What follows belongs to an exercise in optimizing a design on an open flow for small area, a short achievable clock period and few clock cycles; a production flow would make more cautious choices. Function was checked by simulation only, so behaviour that the tests miss may differ from the original.

==> inputs of ember <==
==> flow/design.v <==
module execute_stage_mc #(
    parameter int XLEN      = 64,
    parameter bit MULDIV_EN = 1'b1
) (
    input  logic            clk_i,
    input  logic            reset_i,
    input  logic            in_valid_i,
    output logic            in_ready_o,
    input  logic [3:0]      op_i,
    input  logic [4:0]      rs1_i,
    input  logic [4:0]      rs2_i,
    input  logic [4:0]      rd_i,
    input  logic [XLEN-1:0] src1_i,
    input  logic [XLEN-1:0] src2_i,
    input  logic [XLEN-1:0] imm_i,
    input  logic            alu_src_i,
    input  logic            regwrite_i,
    input  logic [4:0]      rd_x_i,
    input  logic            regwrite_x_i,
    input  logic [XLEN-1:0] result_x_i,
    input  logic [4:0]      rd_w_i,
    input  logic            regwrite_w_i,
    input  logic [XLEN-1:0] result_w_i,
    output logic            out_valid_o,
    input  logic            out_ready_i,
    output logic [XLEN-1:0] result_o,
    output logic [4:0]      rd_o,
    output logic            regwrite_o,
    output logic            busy_o,
    output logic            div_zero_o
);
    localparam int W = 64;
    localparam logic [1:0] P0 = 2'd0;    
    localparam logic [1:0] P1 = 2'd1;    
    localparam logic [1:0] P2 = 2'd2;    
    localparam logic [1:0] P3 = 2'd3;    
    logic [W-1:0] op_a, op_b_fwd, op_b;
    always_comb begin
        op_a = src1_i;
        if (regwrite_x_i && rd_x_i == rs1_i && rs1_i != 5'd0)
            op_a = result_x_i;
        else if (regwrite_w_i && rd_w_i == rs1_i && rs1_i != 5'd0)
            op_a = result_w_i;
        op_b_fwd = src2_i;
        if (regwrite_x_i && rd_x_i == rs2_i && rs2_i != 5'd0)
            op_b_fwd = result_x_i;
        else if (regwrite_w_i && rd_w_i == rs2_i && rs2_i != 5'd0)
            op_b_fwd = result_w_i;
        op_b = alu_src_i ? imm_i : op_b_fwd;
    end
    logic         s1_v_q;                  
    logic         mul_q, div_q;            
    logic [4:0]   rd1_q;
    logic         rw1_q;
    logic [W-1:0] a_q, b_q, s_q, c_q;      
    logic         rtop_q;                  
    logic         bp_q;                    
    logic [1:0]   ph_q;                    
    logic [5:0]   n_q;                     
    logic         fin_q;                   
    logic         dz1_q;                   
    logic         sub_q;                   
    logic [5:0]   ramt_q;                  
    logic         r_add, r_and, r_or, r_xor, r_slt, r_sltu, r_sll, r_srl, r_sra, r_quo, r_rem;
    logic         out_v_q;
    logic [W-1:0] res_q;
    logic [4:0]   rd_q;
    logic         rw_q, dz_q;
    wire p0 = (ph_q == P0);
    logic a_short;
    wire out_free = !out_v_q || out_ready_i;
    assign in_ready_o = !s1_v_q || (fin_q && out_free);
    wire accept = in_valid_i && in_ready_o;
    wire early  = div_q && p0 && a_short;
    wire wr_out = s1_v_q && out_free && (fin_q || early);
    logic [W-1:0] add_s;
    logic         add_co, add_c0;
    assign {add_co, add_s, add_c0} = {1'b0, a_q, 1'b1} + {1'b0, b_q, sub_q};
    wire ltu = !add_co;                                    
    wire lts = (a_q[W-1] == b_q[W-1]) ? a_q[W-1] : add_s[W-1];
    function automatic logic [5:0] lzc(input logic [W-1:0] x, input logic [15:0] nz);
        logic [15:0] first;
        logic [1:0]  nc [16];
        logic [3:0]  nib, hi_idx;
        logic [1:0]  lo;
        logic        seen;
        for (int k = 0; k < 16; k++) begin
            nib   = x[4*k +: 4];
            nc[k] = nib[3] ? 2'd0 : nib[2] ? 2'd1 : nib[1] ? 2'd2 : 2'd3;
        end
        seen = 1'b0;
        for (int k = 15; k >= 0; k--) begin
            first[k] = nz[k] & ~seen;
            seen     = seen | nz[k];
        end
        hi_idx = '0;
        lo     = '0;
        for (int k = 0; k < 16; k++) begin
            hi_idx = hi_idx | ({4{first[k]}} & 4'(15 - k));
            lo     = lo     | ({2{first[k]}} & nc[k]);
        end
        lzc = seen ? {hi_idx, lo} : 6'd63;
    endfunction
    function automatic logic [15:0] nibble_nz(input logic [W-1:0] x);
        for (int k = 0; k < 16; k++) nibble_nz[k] = |x[4*k +: 4];
    endfunction
    logic [15:0] nza_q, nzb_q;                 
    wire  [5:0]  lz_a = lzc(a_q, nza_q);
    wire  [5:0]  lz_b = lzc(b_q, nzb_q);
    logic [W-1:0] rot [7];
    always_comb begin
        rot[0] = a_q;
        for (int l = 0; l < 6; l++)
            rot[l+1] = ramt_q[l] ? ((rot[l] >> (1 << l)) | (rot[l] << (W - (1 << l)))) : rot[l];
    end
    function automatic logic [W-1:0] therm(input logic [5:0] t);
        logic [63:0] m;
        m = '0;
        m[0] = t[0];
        for (int k = 1; k < 6; k++)
            for (int i = 0; i < (1 << k); i++) begin
                m[i + (1 << k)] = m[i] & t[k];
                m[i]            = m[i] | t[k];
            end
        therm = m;
    endfunction
    function automatic logic [W-1:0] rev(input logic [W-1:0] x);
        for (int j = 0; j < W; j++) rev[j] = x[W-1-j];
    endfunction
    wire [W-1:0] mlo_s = therm(b_q[5:0]);           
    wire [W-1:0] mhi_s = rev(mlo_s);                
    wire [W-1:0] mhi_n = rev(therm(ramt_q));        
    wire [W-1:0] res_d =
          ({W{r_add}}  & add_s)
        | ({W{r_and}}  & (a_q & b_q))
        | ({W{r_or}}   & (a_q | b_q))
        | ({W{r_xor}}  & (a_q ^ b_q))
        | {{(W-1){1'b0}}, (r_slt & lts) | (r_sltu & ltu)}
        | ({W{r_sll}}  & rot[6] & ~mlo_s)
        | ({W{r_srl | r_sra}} & rot[6] & ~mhi_s)
        | ({W{r_sra & a_q[W-1]}} & mhi_s)
        | ({W{r_quo & ~p0}} & (s_q | {W{dz1_q}}))     
        | ({W{r_rem &  p0}} & a_q)                    
        | ({W{r_rem & ~p0}} & {rtop_q, a_q[W-1:1]});  
    function automatic logic [2*W-1:0] csa(input logic [W-1:0] x, y, z, input logic cin);
        csa = {((x & y) | (x & z) | (y & z)) << 1 | {{(W-1){1'b0}}, cin}, x ^ y ^ z};
    endfunction
    logic [W-1:0] ms, mc;
    always_comb begin
        logic y2, y1, y0, one, two;
        logic [W-1:0] sel;
        logic [W-1:0] pp [4];
        logic [3:0]   pneg;
        logic [2*W-1:0] l1a, l1b, l2, l3;
        for (int j = 0; j < 4; j++) begin
            y2 = b_q[2*j+1];
            y1 = b_q[2*j];
            y0 = (j == 0) ? bp_q : b_q[2*j-1];
            one = y1 ^ y0;
            two = (y2 & ~y1 & ~y0) | (~y2 & y1 & y0);
            pneg[j] = y2 & ~(y1 & y0);
            sel = ({W{one}} & (s_q << (2*j))) | ({W{two}} & (s_q << (2*j+1)));
            pp[j] = sel ^ {W{pneg[j]}};
        end
        l1a = csa(a_q, c_q, pp[0], pneg[0]);
        l1b = csa(pp[1], pp[2], pp[3], pneg[1]);
        l2  = csa(l1a[W-1:0], l1a[2*W-1:W], l1b[W-1:0], pneg[2]);
        l3  = csa(l2[W-1:0], l2[2*W-1:W], l1b[2*W-1:W], pneg[3]);
        ms = l3[W-1:0];
        mc = l3[2*W-1:W];
    end
    wire mul_last = (b_q[W-1:7] == '0) || (b_q[W-1:7] == '1);
    logic [W-1:0] sfx_a;                       
    always_comb begin
        sfx_a = a_q;
        for (int l = 0; l < 6; l++)
            sfx_a = sfx_a | (sfx_a >> (1 << l));
    end
    assign a_short = |(b_q & ~sfx_a);
    wire          b_zero = ~|nzb_q;
    wire [5:0]    n1     = lz_b - lz_a;
    wire          div_ge = rtop_q | add_co;
    wire [W-1:0]  div_r  = div_ge ? add_s : a_q;
    wire issue_mul = (op_i == 4'd10);
    wire issue_md  = (op_i >= 4'd10) && (op_i <= 4'd12);
    wire issue_inv = (op_i == 4'd1) || (op_i == 4'd5) || (op_i == 4'd6);
    logic         s1_v_d, fin_d;
    logic [1:0]   ph_d;
    logic         a_en, b_en, s_en;
    logic [W-1:0] a_d, b_d, s_d;
    always_comb begin
        s1_v_d = s1_v_q;
        fin_d  = fin_q;
        ph_d   = ph_q;
        a_en   = 1'b0;
        b_en   = 1'b0;
        s_en   = 1'b0;
        a_d    = rot[6] & ~mhi_n;             
        b_d    = {{8{b_q[W-1]}}, b_q[W-1:8]};   
        s_d    = rot[6] & mhi_n;              
        if (s1_v_q && mul_q && p0) begin
            a_en = 1'b1;
            b_en = 1'b1;
            s_en = 1'b1;
            a_d  = ms;
            s_d  = s_q << 8;
            if (mul_last) begin ph_d = P2; fin_d = 1'b1; b_d = mc; end
        end
        if (s1_v_q && div_q) begin
            case (ph_q)
                P0: if (!a_short) begin
                    ph_d = P1;
                    b_en = 1'b1;
                    b_d  = ~b_q;
                end
                P1: begin
                    a_en = 1'b1;
                    s_en = 1'b1;
                    ph_d = P2;
                end
                P2: begin
                    a_en = 1'b1;
                    s_en = 1'b1;
                    a_d  = {div_r[W-2:0], s_q[W-1]};
                    s_d  = {s_q[W-2:0], div_ge};
                    if (n_q == 6'd0) begin ph_d = P3; fin_d = 1'b1; end
                end
                default: ;
            endcase
        end
        if (wr_out) begin
            s1_v_d = 1'b0;
            fin_d  = 1'b0;
        end
        if (accept) begin
            s1_v_d = 1'b1;
            fin_d  = !issue_md;
            ph_d   = P0;
            a_en   = 1'b1;
            b_en   = 1'b1;
            s_en   = 1'b1;
            a_d    = issue_mul ? '0 : op_a;
            b_d    = op_b ^ {W{issue_inv}};
            s_d    = op_a;
        end
    end
    always_ff @(posedge clk_i or negedge reset_i) begin
        if (!reset_i) begin
            s1_v_q  <= 1'b0;
            fin_q   <= 1'b0;
            ph_q    <= P0;
            out_v_q <= 1'b0;
        end else begin
            s1_v_q  <= s1_v_d;
            fin_q   <= fin_d;
            ph_q    <= ph_d;
            out_v_q <= wr_out || (out_v_q && !out_ready_i);
        end
    end
    always_ff @(posedge clk_i) begin
        if (a_en) a_q <= a_d;
        if (b_en) b_q <= b_d;
        if (s_en) s_q <= s_d;
        c_q <= accept ? '0 : mc;              
        if (accept)
            bp_q <= 1'b0;
        else if (s1_v_q && mul_q && p0)
            bp_q <= b_q[7];
        if (s1_v_q && div_q && ph_q == P1)
            rtop_q <= 1'b0;
        else if (s1_v_q && div_q && ph_q == P2)
            rtop_q <= div_r[W-1];
        if (s1_v_q && div_q && ph_q == P1)
            n_q <= ramt_q;
        else if (s1_v_q && div_q && ph_q == P2)
            n_q <= n_q - 6'd1;
        if (accept) begin
            ramt_q <= (op_i == 4'd7) ? 6'd0 - op_b[5:0] : op_b[5:0];
            dz1_q  <= 1'b0;
        end else if (s1_v_q && div_q && p0) begin
            ramt_q <= n1;
            dz1_q  <= b_zero;
        end
        if (accept) begin
            nza_q  <= nibble_nz(op_a);
            nzb_q  <= nibble_nz(op_b);
            mul_q  <= issue_mul;
            div_q  <= (op_i == 4'd11) || (op_i == 4'd12);
            sub_q  <= issue_inv || (op_i == 4'd11) || (op_i == 4'd12);
            r_add  <= (op_i == 4'd0) || (op_i == 4'd1) || (op_i == 4'd10);
            r_and  <= (op_i == 4'd2);
            r_or   <= (op_i == 4'd3);
            r_xor  <= (op_i == 4'd4);
            r_slt  <= (op_i == 4'd5);
            r_sltu <= (op_i == 4'd6);
            r_sll  <= (op_i == 4'd7);
            r_srl  <= (op_i == 4'd8);
            r_sra  <= (op_i == 4'd9);
            r_quo  <= (op_i == 4'd11);
            r_rem  <= (op_i == 4'd12);
            rd1_q  <= rd_i;
            rw1_q  <= regwrite_i;
        end
        if (wr_out) begin
            res_q <= res_d;
            rd_q  <= rd1_q;
            rw_q  <= rw1_q;
            dz_q  <= dz1_q;
        end
    end
    assign out_valid_o = out_v_q;
    assign result_o    = res_q;
    assign rd_o        = rd_q;
    assign regwrite_o  = rw_q;
    assign div_zero_o  = dz_q;
    assign busy_o      = s1_v_q;
endmodule
==> flow/flow/run.sh <==
#!/bin/bash
# The standard layout (the standard.sh: standard synthesis, floorplan, power grid,
# placement, CTS, routing), with one change: the buffers that global placement puts on
# every input and output port are sky130_fd_sc_hd__buf_1 cells instead of the default
# choice (clkdlybuf4s50_1). Every port still gets its own buffer.
set -euo pipefail
bash standard.sh "BUFFER_PORTS_ARGS=-buffer_cell sky130_fd_sc_hd__buf_1" finish > make_finish.log 2>&1
==> flow/standard.sh <==
#!/bin/bash
# synth_recipe.tcl (not shown) runs the flow's synth.tcl, then flattens the netlist and writes it again
# the make line also repeats each setting of config.mk as NAME=value (left out here)
make -C /OpenROAD-flow-scripts/flow DESIGN_CONFIG=/design/flow/config.mk WORK_HOME=/design/flow/orfs CLKGATE_MAP_FILE= SYNTH_SCRIPT=/design/flow/synth_recipe.tcl "${@:-finish}"
==> flow/config.mk <==
export PLATFORM = sky130hd
export DESIGN_NAME = execute_stage_mc
export DESIGN_NICKNAME = execute_stage_mc
export VERILOG_FILES = /design/flow/design.v
export SDC_FILE = /design/flow/constraint.sdc
export NUM_CORES = 4
export LEC_CHECK = 0
export CAP_MARGIN = 30
export CORE_MARGIN = 2
export CORE_UTILIZATION = 40
export SETUP_SLACK_MARGIN = 2.7
export SLEW_MARGIN = 30
==> flow/constraint.sdc <==
create_clock -name core_clock -period 6.5 [get_ports {clk_i}]
set_input_delay 1.3000 -clock core_clock [delete_from_list [all_inputs] [get_ports {clk_i}]]
set_output_delay 1.3000 -clock core_clock [all_outputs]
set_load 0.01 [all_outputs]
==> inputs of tundra, as changes to ember <==
==> flow/run.sh (new file) <==
#!/bin/bash
# synth_recipe.tcl (not shown) runs the flow's synth.tcl, then flattens the netlist and writes it again
# the make line also repeats each setting of config.mk as NAME=value (left out here)
make -C /OpenROAD-flow-scripts/flow DESIGN_CONFIG=/design/flow/config.mk WORK_HOME=/design/flow/orfs CLKGATE_MAP_FILE= SYNTH_SCRIPT=/design/flow/synth_recipe.tcl finish
- CORE_UTILIZATION: 40 -> 45
- SETUP_SLACK_MARGIN: 2.7 -> 2.6
removed: flow/flow/run.sh
removed: flow/standard.sh
==> run summary <==
outcome finished clean; crit-path max cell delay 0.62 ns; Worst path most repeated cell buf_12; Least-Margin Pin Slew 1.26 ns; startpoint type of the worst setup path register; Non-Filler Instances 8623; Sequential cell area 11300 µm²; buffers and inverters on the worst path 8; Fillers 11900; Die Width 362 µm
The numbers above come from ember.

==> run summary <==
outcome finished clean; Non-Filler Instances 8417; startpoint type of the worst setup path input port; Worst path most repeated cell nand2_1; Least-Margin Pin Slew 1.31 ns; crit-path max cell delay 1.09 ns; Fillers 9833
The numbers above come from tundra.

Testbench counts of ember, summed over its fixed seeds: cycles 11,955.
Testbench counts of tundra, summed over its fixed seeds: cycles 11,955.

what the ideal ports hide:
The flow's constraints put no driver on any port. The routed layouts listed below were extracted and timed again, unchanged, in two steps. Step 1, drivers: a clkbuf_16 drives clk_i and a buf_2 each remaining input, both assumed. Step 2, shift: input delay + t, output delay - t, t = (earliest + latest rising clock arrival at the registers) / 2. This alone moves slack from input paths to output paths. Three values: no drivers, after step 1, after step 2; two values: the first two.
run	t, ns	setup slack, ns	worst setup path at the end	slew at the worst register clock pin (ns)
ember	0.758	2.280 / 2.280 / 1.987	input to register	0.07 / 0.07
tundra	0.804	2.232 / 2.254 / 1.486	input to register	0.07 / 0.07
After both steps setup and hold are still met in every run listed. The setup slack of tundra, which loses most, moves by +0.022 ns with the drivers and by -0.746 ns with both steps.
